This is an optimization exercise on Yosys and OpenROAD, whose aim is small area and a short achievable clock period, not a production implementation.
In this exercise RTL edits were held to simulation tests only and were not proved equivalent to the original.
Power and IR drop assume default switching activity.

File: flow/design.v
module tpu_host_buffer #(
   parameter int ELEMS = 64
) (
   input  logic        clk,
   input  logic        rst_n,
   input  logic [7:0]  host_addr,
   input  logic [7:0]  host_wdata,
   input  logic        host_we,
   input  logic        host_start,
   output logic [7:0]  host_rdata,
   output logic        host_busy,
   output logic        host_done,
   output logic [7:0]  core_a_data,
   output logic [7:0]  core_b_data,
   output logic        core_valid,
   output logic        core_last,
   input  logic        core_ready,
   input  logic [15:0] res_data,
   input  logic        res_valid
);
   localparam int KW = $clog2(ELEMS);
   logic          stream_q, wait_q, done_q, busy_q, last_q;
   logic [KW-1:0] kp_q;           
   logic [KW:0]   r_q;            
   logic [7:0]    a_q, b_q;       
   logic [7:0]    rlo_q, rlo_n, rhi_q, rhi_n;
   logic [7:0]    a_mem   [ELEMS];
   logic [7:0]    b_mem   [ELEMS];
   logic [15:0]   res_mem [ELEMS];
   logic [KW-1:0] idx;
   logic          host_open, buf_we, res_we, start, r_full, adv, at_end;
   assign idx       = host_addr[KW-1:0];
   assign host_open = !stream_q && !wait_q;
   assign buf_we    = host_we && !host_addr[7] && host_open;
   assign start     = host_start && host_open;
   assign r_full    = r_q[KW];
   assign res_we    = res_valid && busy_q && !r_full;
   assign adv       = stream_q && core_ready;
   assign at_end    = (kp_q == '0);   
   always_ff @(posedge clk) begin
      if (buf_we && !host_addr[6])
         a_mem[idx] <= host_wdata;
      if (buf_we && host_addr[6])
         b_mem[idx] <= host_wdata;
      if (res_we)
         res_mem[r_q[KW-1:0]] <= res_data;
   end
   assign rlo_n = host_addr[7] ? 8'h00 : (host_addr[6] ? b_mem[idx] : a_mem[idx]);
   assign rhi_n = host_addr[7] ? (host_addr[6] ? res_mem[idx][15:8] : res_mem[idx][7:0]) : 8'h00;
   always_ff @(posedge clk or negedge rst_n) begin
      if (!rst_n) begin
         stream_q <= 1'b0;
         wait_q   <= 1'b0;
         done_q   <= 1'b0;
         busy_q   <= 1'b0;
         last_q   <= 1'b0;
         kp_q     <= '0;
         r_q      <= '0;
         a_q      <= '0;
         b_q      <= '0;
         rlo_q    <= '0;
         rhi_q    <= '0;
      end else begin
         rlo_q  <= rlo_n;
         rhi_q  <= rhi_n;
         if (start)
            r_q <= '0;
         else if (res_we)
            r_q <= r_q + 1'b1;
         if (start) begin
            stream_q <= 1'b1;
            busy_q   <= 1'b1;
            done_q   <= 1'b0;
            kp_q     <= KW'(1);
            last_q   <= 1'b0;
            a_q      <= (buf_we && host_addr[6:0] == 7'h00) ? host_wdata : a_mem[0];
            b_q      <= (buf_we && host_addr[6:0] == 7'h40) ? host_wdata : b_mem[0];
         end else if (stream_q) begin
            if (core_ready) begin
               if (at_end) begin
                  stream_q <= 1'b0;
                  wait_q   <= 1'b1;
                  a_q      <= '0;
                  b_q      <= '0;
               end else begin
                  a_q      <= a_mem[kp_q];
                  b_q      <= b_mem[kp_q];
               end
               kp_q   <= kp_q + 1'b1;
               last_q <= (kp_q == KW'(ELEMS - 1));
            end
         end else if (wait_q) begin
            if (r_full) begin
               wait_q <= 1'b0;
               busy_q <= 1'b0;
               done_q <= 1'b1;
            end
         end else if (done_q && buf_we) begin
            done_q <= 1'b0;
         end
      end
   end
   assign host_rdata  = rlo_q | rhi_q;
   assign host_busy   = busy_q;
   assign host_done   = done_q;
   assign core_valid  = stream_q;
   assign core_last   = last_q;
   assign core_a_data = a_q;
   assign core_b_data = b_q;
endmodule
File: flow/constraint.sdc
create_clock -name core_clock -period 6.0 [get_ports {clk}]
set_input_delay 1.2000 -clock core_clock [delete_from_list [all_inputs] [get_ports {clk}]]
set_output_delay 1.2000 -clock core_clock [all_outputs]
set_load 0.01 [all_outputs]
File: flow/config.mk
export PLATFORM = sky130hd
export DESIGN_NAME = tpu_host_buffer
export DESIGN_NICKNAME = tpu_host_buffer
export VERILOG_FILES = /design/flow/design.v
export SDC_FILE = /design/flow/constraint.sdc
export NUM_CORES = 4
export LEC_CHECK = 0
export CAP_MARGIN = 20
export CORE_MARGIN = 2
export CORE_UTILIZATION = 60
export CTS_CLUSTER_DIAMETER = 60
export CTS_CLUSTER_SIZE = 30
export SETUP_SLACK_MARGIN = 3.3
export SLEW_MARGIN = 20
export TNS_END_PERCENT = 5
File: flow/run.sh
#!/bin/bash
# synth_recipe.tcl (not shown) runs the flow's synth.tcl, then flattens the netlist and writes it again
# the make line also repeats each setting of config.mk as NAME=value (left out here)
make -C /OpenROAD-flow-scripts/flow DESIGN_CONFIG=/design/flow/config.mk WORK_HOME=/design/flow/orfs CLKGATE_MAP_FILE= SYNTH_SCRIPT=/design/flow/synth_recipe.tcl finish
==> results of run 1 <==
==> metrics by stage <==
stage	cells	hold slack [ps]	util
finish	7543	504	0.702
global placement	6987	484	0.631
CTS	7423	507	0.690
detailed placement	6991	491	0.631
global route	7531	540	0.701
floorplan	5136	520	-
==> area by class of cell <==
| class | count | area share |
|---|---|---|
| Clock buffer | 156 | 0.0367 |
| Sequential cell | 2098 | 0.600 |
| Multi-Input combinational cell | 2641 | 0.263 |
| Tap cell | 1944 | 0.0232 |
| Antenna cell | 15 | 0.000358 |
| Timing Repair Buffer | 570 | 0.0651 |
| Clock inverter | 111 | 0.0119 |
| Inverter | 8 | 0.000454 |
==> routing by layer <==
layer | track usage | share of wire | wire, µm | vias to the layer above
li1 | - | - | - | 22089
met2 | 0.623 | 0.43 | 143000 | 5098
met1 | 0.590 | 0.34 | 114000 | 29457
met4 | 0.227 | 0.070 | 23200 | 24
met3 | 0.135 | 0.15 | 49600 | 1116
met5 | 0 | 0.00079 | 261 | -
==> how the worst max path moves through the flow <==
stage / from / to / cells past startpoint
3_3_place_gp: host_addr[5] / rlo_q[5] / 8
4_1_cts: rlo_q[3] / host_rdata[3] / 2
5_1_grt: rlo_q[3] / host_rdata[3] / 2
2_1_floorplan: host_addr[0] / rhi_q[3] / 8
3_5_place_dp: host_addr[7] / b_mem[5][3] / 6
6_report: host_addr[2] / rhi_q[5] / 9
==> cells by family after synthesis <==
family	after synthesis	share of synthesized area
muxes	929	0.162
adders and majority gates	3	0.000418
and+or+nand+nor	664	0.0321
xor gates and xnor gates	7	0.000682
buffers and inverters	401	0.0241
AOI/OAI and AO/OA	1034	0.0820
DFF	2098	0.698
==> power groups by stage <==
stage	sequential, W	clock, W	combinational (W)
2_1_floorplan	0.0168	0	0.00438
3_3_place_gp	0.0171	0	0.00675
3_5_place_dp	0.0171	0	0.00679
4_1_cts	0.0166	0.0108	0.00757
5_1_grt	0.0166	0.0113	0.00881
6_report	0.0166	0.0108	0.00870
==> placed cells by master (no fill, tap or decap), types with 125 or more instances in the layout <==
cell,n
o21ai_0,133
nor2_4,172
mux2_2,145
clkbuf_16,159
buf_4,330
nand2_1,125
mux2i_1,340
mux4_2,407
edfxtp_1,2048
a22oi_1,157
o22ai_1,161
a221oi_1,183
nor2_1,150
==> sequential cells by signal (all words and copies together) (netlist names) <==
register / flops
stream_q: 1
r_q: 7
a_q: 8
rlo_q: 8
done_q: 1
a_mem: 512
wait_q: 1
rhi_q: 8
res_mem: 1024
b_mem: 512
kp_q: 6
b_q: 8
last_q: 1
busy_q: 1
==> critical path, cell delays in order <==
cell,delay [ps]
buf_16,180
buf_4,150
nor2b_4,360
bufbuf_16,500
a22o_1,190
a22oi_1,100
o2bb2ai_2,590
nor4_1,130
nor3_1,340
==> what timing repair did <==
action,4_1_cts,5_1_grt
setup buffers,132,98
setup endpoints to repair,2009,1759
hold buffers,0,0
gates cloned,33,6
hold endpoints to repair,0,0
gates resized for setup,357,123
pin swaps,69,32
==> metrics.csv, run 1 <==
metric,value,unit
p_seq_frac,0.460,
syn_nets,5177,
postLayoutCellArea,105000,µm²
nets,5505,
dr.first_iter.drc_count,10230,
regArea,62800,µm²
p_total,0.0362,W
tightest_slew,1070,ps
rsz0062_at_grt,yes,
ys_seq_elements,2098,
synthArstFlopShare,0.0238,
path_class,primary input to flip-flop,
timing.fmax,316,MHz
cts_sinks,2098,
worstPathMaxFanout,24,
grt_max_degree,83,
dr.pass1.iters,7,
grt_pass1_wl,447000,µm
regToRegStartpoint,kp_q[0],
fill_cells,9554,
io_buffer_count,65,
clk_latency,830,ps
setup_tns,0,ps
vias,57784,
yosysTopAreaCellShare,0.684,
num_io_pins,66,
net-switching-power,0.0109,W
setup_violations,0,
die_area,153000,µm²
grt_pass1_vias,53650,
synth_area,89800,µm²
cts.clk_slew.worst_paths,90,ps
p_per_area,345,nW/µm²
startpoint_type,primary input,
whs_endpoint,b_q[5],
detailed_place_hpwl,195000,µm
clkPwrFrac,0.299,
die_h,391,µm
grt.total_usage,0.430,
via_per_inst,7.66,
clock_skew,38.1,ps
wl_per_cell,43.7,µm
row_count,142,
synth_edf_count,2048,
synthTopCellsByCount,"2048 x edfxtp_1, 407 x mux4_2, 377 x mux2i_1",
root_buffer,clkbuf_16,
fin_crit_sh,0.527,
relSlewSlack,0.288,
layout-drive-gt1-share,0.314,
drc,0,
p_leak,33.8,nW
coreArea,149000,µm²
start_util,0.602,
htreeDepth,4,
syn_inst,5136,
tritoncts,done,
antenna_left,0,
multi_input_area,27500,µm²
gp_congestion,0.974,
r2r-end,b_q[5],
clk_path_buf_depth,3,
setup_ws,2840,ps
area_growth,16.5,%
ys_seq_area_frac,0.698,
cts_buffers,145,
synth_top_area_cell,edfxtp_1,
finalHoldViolCount,0,
hold_start,b_q[5],
r2r_setup_slack,2980,ps
cap_violations,0,
synth.area.top_cells,"edfxtp_1 68%, mux4_2 10%, mux2i_1 4.2%",
crit_arrival,3820,ps
hold_class,flip-flop to flip-flop,
overflow,0,
die_w,391,µm
p_int,0.0253,W
post-synth-top-count-cell,edfxtp_1,
netSwitchingFraction,0.301,
fin_crit,3160,ps
end_kind,flip-flop,
hold_depth,2,
status,finished clean,
ys_warn_count,1,
antenna_found_initial,28,
synthFlopType,edfxtp_1,
peakVddDrop,0.000358,V
dpl_cell_area,94200,µm²
r2r.worst_path.cells,8,
slew_violations,0,
place_ws,1120,ps
route.final.wire_length,330000,µm
ys_types,72,
synth.avg_cell_area,17.5,µm²
critPathRequiredTime,6660,ps
p_comb_frac,0.241,
==> run 2, diff against run 1 <==
--- a/flow/design.v
+++ b/flow/design.v
@@ -24,5 +24,5 @@
    logic [KW:0]   r_q;            
    logic [7:0]    a_q, b_q;       
-   logic [7:0]    rlo_q, rlo_n, rhi_q, rhi_n;
+   logic [7:0]    rdata_q, rdata_n;
    logic [7:0]    a_mem   [ELEMS];
    logic [7:0]    b_mem   [ELEMS];
@@ -46,6 +46,27 @@
          res_mem[r_q[KW-1:0]] <= res_data;
    end
-   assign rlo_n = host_addr[7] ? 8'h00 : (host_addr[6] ? b_mem[idx] : a_mem[idx]);
-   assign rhi_n = host_addr[7] ? (host_addr[6] ? res_mem[idx][15:8] : res_mem[idx][7:0]) : 8'h00;
+   logic [ELEMS-1:0] hsel, ksel;
+   logic [7:0]       ca_n, cb_n, cl_n, ch_n, an_n, bn_n;
+   always_comb begin
+      ca_n = '0; cb_n = '0; cl_n = '0; ch_n = '0; an_n = '0; bn_n = '0;
+      for (int i = 0; i < ELEMS; i++) begin
+         hsel[i] = (idx == KW'(i));
+         ksel[i] = (kp_q == KW'(i));
+         ca_n |= a_mem[i] & {8{hsel[i]}};
+         cb_n |= b_mem[i] & {8{hsel[i]}};
+         cl_n |= res_mem[i][7:0] & {8{hsel[i]}};
+         ch_n |= res_mem[i][15:8] & {8{hsel[i]}};
+         an_n |= a_mem[i] & {8{ksel[i]}};
+         bn_n |= b_mem[i] & {8{ksel[i]}};
+      end
+   end
+   always_comb begin
+      unique case (host_addr[7:6])
+         2'b00:   rdata_n = ca_n;
+         2'b01:   rdata_n = cb_n;
+         2'b10:   rdata_n = cl_n;
+         default: rdata_n = ch_n;
+      endcase
+   end
    always_ff @(posedge clk or negedge rst_n) begin
       if (!rst_n) begin
@@ -59,9 +80,7 @@
          a_q      <= '0;
          b_q      <= '0;
-         rlo_q    <= '0;
-         rhi_q    <= '0;
+         rdata_q  <= '0;
       end else begin
-         rlo_q  <= rlo_n;
-         rhi_q  <= rhi_n;
+         rdata_q <= rdata_n;
          if (start)
             r_q <= '0;
@@ -84,6 +103,6 @@
                   b_q      <= '0;
                end else begin
-                  a_q      <= a_mem[kp_q];
-                  b_q      <= b_mem[kp_q];
+                  a_q      <= an_n;
+                  b_q      <= bn_n;
                end
                kp_q   <= kp_q + 1'b1;
@@ -101,5 +120,5 @@
       end
    end
-   assign host_rdata  = rlo_q | rhi_q;
+   assign host_rdata  = rdata_q;
    assign host_busy   = busy_q;
    assign host_done   = done_q;
==> flow/config.mk (replaced) <==
export PLATFORM = sky130hd
export DESIGN_NAME = tpu_host_buffer
export DESIGN_NICKNAME = tpu_host_buffer
export VERILOG_FILES = /design/flow/design.v
export SDC_FILE = /design/flow/constraint.sdc
export NUM_CORES = 4
export LEC_CHECK = 0
export ABC_CLOCK_PERIOD_IN_PS = 2800
export CAP_MARGIN = 20
export CORE_MARGIN = 2
export CORE_UTILIZATION = 55
export SETUP_SLACK_MARGIN = 3.2
export SLEW_MARGIN = 20
==> metrics.csv, run 2 <==
metric,value,unit,change
syn_inst,5438,,+5.9%
status,stopped before the end,,
stop_stage,global routing,,
synth_area,83700,µm²,-6.9%
io_buffer_count,65,,unchanged
die_h,394,µm,+0.78%
grt-worst-endpoint,rdata_q[7]$_DFF_PN0_/D,,
grt.total_usage,0.807,,
ys_seq_area_frac,0.748,,+0.0493
post-synth-top-count-cell,edfxtp_1,,
synth.area.top_cells,"edfxtp_1 74%, a22oi_1 10%, nand4_1 1.7%",,
synthTopCellsByCount,"2048 x edfxtp_1, 1151 x a22oi_1, 316 x nor2_1",,
synthFlopType,edfxtp_1,,
stop_error,[ERROR GRT-0232] Routing congestion too high. Check the congestion heatmap in the GUI.,,
htreeDepth,4,,unchanged
start_util,0.552,,-0.0500
ys_types,72,,unchanged
grt_max_degree,74,,
overflow,89,,
die_w,394,µm,+0.78%
ys_seq_elements,2090,,-0.38%
detailed_place_hpwl,323000,µm,+66%
yosysTopAreaCellShare,0.735,,+0.0506
ys_warn_count,1,,unchanged
row_count,143,,+0.70%
gp_congestion,1.15,,+18%
synth_edf_count,2048,,unchanged
placedCellCount,7642,,+9.3%
cts_sinks,2090,,-0.38%
num_io_pins,66,,unchanged
syn_nets,5481,,+5.9%
endpoint_type,sequential cell input,,
root_buffer,clkbuf_16,,
clk_path_buf_depth,3,,unchanged
synth_top_area_cell,edfxtp_1,,
cts_buffers,206,,+42%
synthArstFlopShare,0.0201,,-0.00374
synth.avg_cell_area,15.4,µm²,-12%
run 2: changes by cell type after synthesis, sizes merged, moves of 133 or more:
cell,delta
a221oi,-142
a22oi,+990
mux2,-133
mux2i,-336
mux4,-407
nand4,+223
o21ai,-144
o22ai,-157
run 2: worst max path at each step:
stage            startpoint    endpoint  slack [ps]  cells after the start
2_1_floorplan  host_addr[0]  rdata_q[1]        2680                      9
3_3_place_gp   host_addr[5]  rdata_q[2]        -150                     11
3_5_place_dp   host_addr[3]  rdata_q[7]         270                     10
4_1_cts        host_addr[3]  rdata_q[7]        2860                     12
run 2: cells by family after synthesis:
kind of cell / synth area share
multiplexers: 0.00652
flip-flops: 0.748
buffers and inverters: 0.0196
AND/OR/NAND/NOR: 0.0816
AO/OA/AOI/OAI: 0.143
adder cells (fa/ha/maj): 0.000748
XOR/XNOR: 0.000837
run 2: repair_timing:
action,in CTS
resized for setup,806
setup endpoints to repair,1736
gates cloned,24
buffers inserted,484
pin swaps,267
hold buffers,0
run 2: power by group through the flow:
stage                     Clock, W  Sequential [W]  Combinational [W]
after CTS                   0.0132          0.0163            0.00500
after detailed placement         0          0.0166            0.00374
after global placement           0          0.0166            0.00374
after floorplan                  0          0.0166            0.00142
run 2: stage by stage:
step	cell area (µm²)	worst slack, ps	utilization	hold WS (ps)
global placement	91000	-153	0.601	489
CTS	107000	2860	0.704	482
floorplan	84900	2680	-	505
detailed placement	91100	266	0.601	500
run 2: routing by layer:
| metal | global-route usage | overflow |
|---|---|---|
| met5 | 0.492 | 2 |
| met3 | 0.735 | 0 |
| met2 | 0.900 | 43 |
| met4 | 0.756 | 41 |
| met1 | 0.822 | 3 |
==> run 3, diff against run 2 <==
--- a/flow/design.v
+++ b/flow/design.v
@@ -24,5 +24,5 @@
    logic [KW:0]   r_q;            
    logic [7:0]    a_q, b_q;       
-   logic [7:0]    rdata_q, rdata_n;
+   logic [7:0]    rlo_q, rhi_q;   
    logic [7:0]    a_mem   [ELEMS];
    logic [7:0]    b_mem   [ELEMS];
@@ -46,26 +46,26 @@
          res_mem[r_q[KW-1:0]] <= res_data;
    end
-   logic [ELEMS-1:0] hsel, ksel;
-   logic [7:0]       ca_n, cb_n, cl_n, ch_n, an_n, bn_n;
+   logic [ELEMS-1:0] ksel;
+   logic [7:0]       sel_lo;
+   logic [31:0]      sel_hi;
+   logic [255:0]     hsel;
+   logic [7:0]       rlo_n, rhi_n, an_n, bn_n;
    always_comb begin
-      ca_n = '0; cb_n = '0; cl_n = '0; ch_n = '0; an_n = '0; bn_n = '0;
+      for (int j = 0; j < 8; j++)
+         sel_lo[j] = (host_addr[2:0] == 3'(j));
+      for (int m = 0; m < 32; m++)
+         sel_hi[m] = (host_addr[7:3] == 5'(m));
+      for (int i = 0; i < 256; i++)
+         hsel[i] = sel_hi[i / 8] && sel_lo[i % 8];
+      rlo_n = '0; rhi_n = '0; an_n = '0; bn_n = '0;
       for (int i = 0; i < ELEMS; i++) begin
-         hsel[i] = (idx == KW'(i));
          ksel[i] = (kp_q == KW'(i));
-         ca_n |= a_mem[i] & {8{hsel[i]}};
-         cb_n |= b_mem[i] & {8{hsel[i]}};
-         cl_n |= res_mem[i][7:0] & {8{hsel[i]}};
-         ch_n |= res_mem[i][15:8] & {8{hsel[i]}};
+         rlo_n |= a_mem[i]          & {8{hsel[i]}};
+         rlo_n |= b_mem[i]          & {8{hsel[i + 64]}};
+         rhi_n |= res_mem[i][7:0]   & {8{hsel[i + 128]}};
+         rhi_n |= res_mem[i][15:8]  & {8{hsel[i + 192]}};
          an_n |= a_mem[i] & {8{ksel[i]}};
          bn_n |= b_mem[i] & {8{ksel[i]}};
       end
-   end
-   always_comb begin
-      unique case (host_addr[7:6])
-         2'b00:   rdata_n = ca_n;
-         2'b01:   rdata_n = cb_n;
-         2'b10:   rdata_n = cl_n;
-         default: rdata_n = ch_n;
-      endcase
    end
    always_ff @(posedge clk or negedge rst_n) begin
@@ -80,7 +80,9 @@
          a_q      <= '0;
          b_q      <= '0;
-         rdata_q  <= '0;
+         rlo_q    <= '0;
+         rhi_q    <= '0;
       end else begin
-         rdata_q <= rdata_n;
+         rlo_q  <= rlo_n;
+         rhi_q  <= rhi_n;
          if (start)
             r_q <= '0;
@@ -120,5 +122,5 @@
       end
    end
-   assign host_rdata  = rdata_q;
+   assign host_rdata  = rlo_q | rhi_q;
    assign host_busy   = busy_q;
    assign host_done   = done_q;
--- a/flow/config.mk
+++ b/flow/config.mk
@@ -6,8 +6,7 @@
 export NUM_CORES = 4
 export LEC_CHECK = 0
-export ABC_CLOCK_PERIOD_IN_PS = 2800
 export CAP_MARGIN = 20
 export CORE_MARGIN = 2
-export CORE_UTILIZATION = 55
-export SETUP_SLACK_MARGIN = 3.2
+export CORE_UTILIZATION = 40
+export SETUP_SLACK_MARGIN = 3.3
 export SLEW_MARGIN = 20
==> metrics.csv, run 3 <==
metric,value,unit,change
status,stopped before the end,,
stop_stage,global routing,,
stop_error,[ERROR GRT-0232] Routing congestion too high. Check the congestion heatmap in the GUI.,,
htreeDepth,4,,unchanged
syn_inst,7007,,+29%
gp_congestion,1.14,,-0.22%
synth_top_area_cell,edfxtp_1,,
synth_edf_count,2048,,unchanged
start_util,0.402,,-0.150
synth.avg_cell_area,13.0,µm²,-15%
ys_seq_elements,2098,,+0.38%
detailed_place_hpwl,497000,µm,+54%
synth_compound_area_frac,0.0719,,-0.0711
root_buffer,clkbuf_16,,
overflow,1,,
io_buffer_count,65,,unchanged
ys_warn_count,1,,unchanged
synth_top_family_by_area,simple AND/OR/NAND/NOR gates,,
clk_path_buf_depth,3,,unchanged
die_w,481,µm,+22%
synth-simple-area-share,0.191,,+0.110
yosysTopAreaCellShare,0.674,,-0.0607
synth_area,91200,µm²,+9.0%
placedCellCount,9954,,+30%
synth_xor_area_frac,0.000768,,-0.0000692
die_h,481,µm,+22%
synthArstFlopShare,0.0238,,+0.00374
cts_buffers,216,,+4.9%
num_io_pins,66,,unchanged
synth.area.top_cells,"edfxtp_1 67%, nand3_1 9.4%, nand4_1 3.6%",,
postCtsHoldBufs,0,,unchanged
grt.total_usage,0.675,,
ys_seq_area_frac,0.688,,-0.0596
grt_max_degree,85,,
row_count,175,,+22%
cts_sinks,2098,,+0.38%
synth.area.mux_share,0.0163,,+0.00978
ys_types,82,,+14%
place_ws,486,ps,+220 ps
synthFlopType,edfxtp_1,,
synth_fa_ha_area_frac,0.000686,,-0.0000618
synthTopCellsByCount,"2048 x edfxtp_1, 1709 x nand3_1, 523 x nand4_1",,
post-synth-top-count-cell,edfxtp_1,,
syn_nets,7050,,+29%
## run 3: how the worst max path moves through the flow
stage / from / to / slack, ps / cells past startpoint
floorplan: host_addr[7] / b_mem[16][0] / 2420 / 8
global placement: host_addr[1] / rhi_q[7] / 480 / 9
detailed placement: host_addr[4] / rhi_q[2] / 490 / 8
CTS: host_addr[0] / rlo_q[4] / 2800 / 9
## run 3: through the flow
| stage | utilization | power [W] | area, µm² |
|---|---|---|---|
| CTS | 0.520 | 0.0376 | 118000 |
| detailed placement | 0.439 | 0.0221 | 99800 |
| global placement | 0.438 | 0.0221 | 99500 |
| floorplan | - | 0.0189 | 93400 |
## run 3: cells by family after synthesis
logic type,count (synthesis)
DFF,2098
and+or+nand+nor,3212
buffers and inverters,670
muxes,138
AOI/OAI and AO/OA,876
adders and majority gates,5
xor gates and xnor gates,8
## run 3: power groups by stage
stage | logic [W] | registers [W] | clock network, W
4_1_cts | 0.00711 | 0.0166 | 0.0139
3_5_place_dp | 0.00523 | 0.0169 | 0
3_3_place_gp | 0.00523 | 0.0169 | 0
2_1_floorplan | 0.00218 | 0.0167 | 0
## run 3: per-layer routing
metal | overflow | GRT usage
met1 | 1 | 0.670
met2 | 0 | 0.867
met3 | 0 | 0.457
met4 | 0 | 0.739
met5 | 0 | 0.185
## run 3: repair_timing
action / in CTS
setup buffers: 492
cloned: 63
pin swaps: 338
setup endpoints to repair: 2095
resized for setup: 911

port drivers added, routing unchanged:
The results above use ideal ports. As a check the final layout listed here was re-extracted and re-timed, cells and wires unchanged. Step 1: set_driving_cell puts a clkbuf_16 on clk and a buf_2 on each other input, an assumption about the parent block. Step 2 adds t to the input delays and takes it off the output delays; t is the mean of the earliest and latest rising clock arrival at the registers after step 1. Input paths then give back, and output paths get back, about the clock's delay inside the block. a / b / c = no drivers / after step 1 / after step 2; a / b = the first two.
run: run 1
t, ns: 0.897
setup WS [ns]: 2.836 / 2.487 / 1.590
hold slack, ns: 0.504 / 0.504 / 0.504
worst slew at a driven data input, ns: 0.61
pins driven straight from the clock port: 1
After both steps setup and hold are still met in run 1. For run 1, drivers alone change the setup slack by -0.349 ns; drivers and shift together by -1.246 ns.
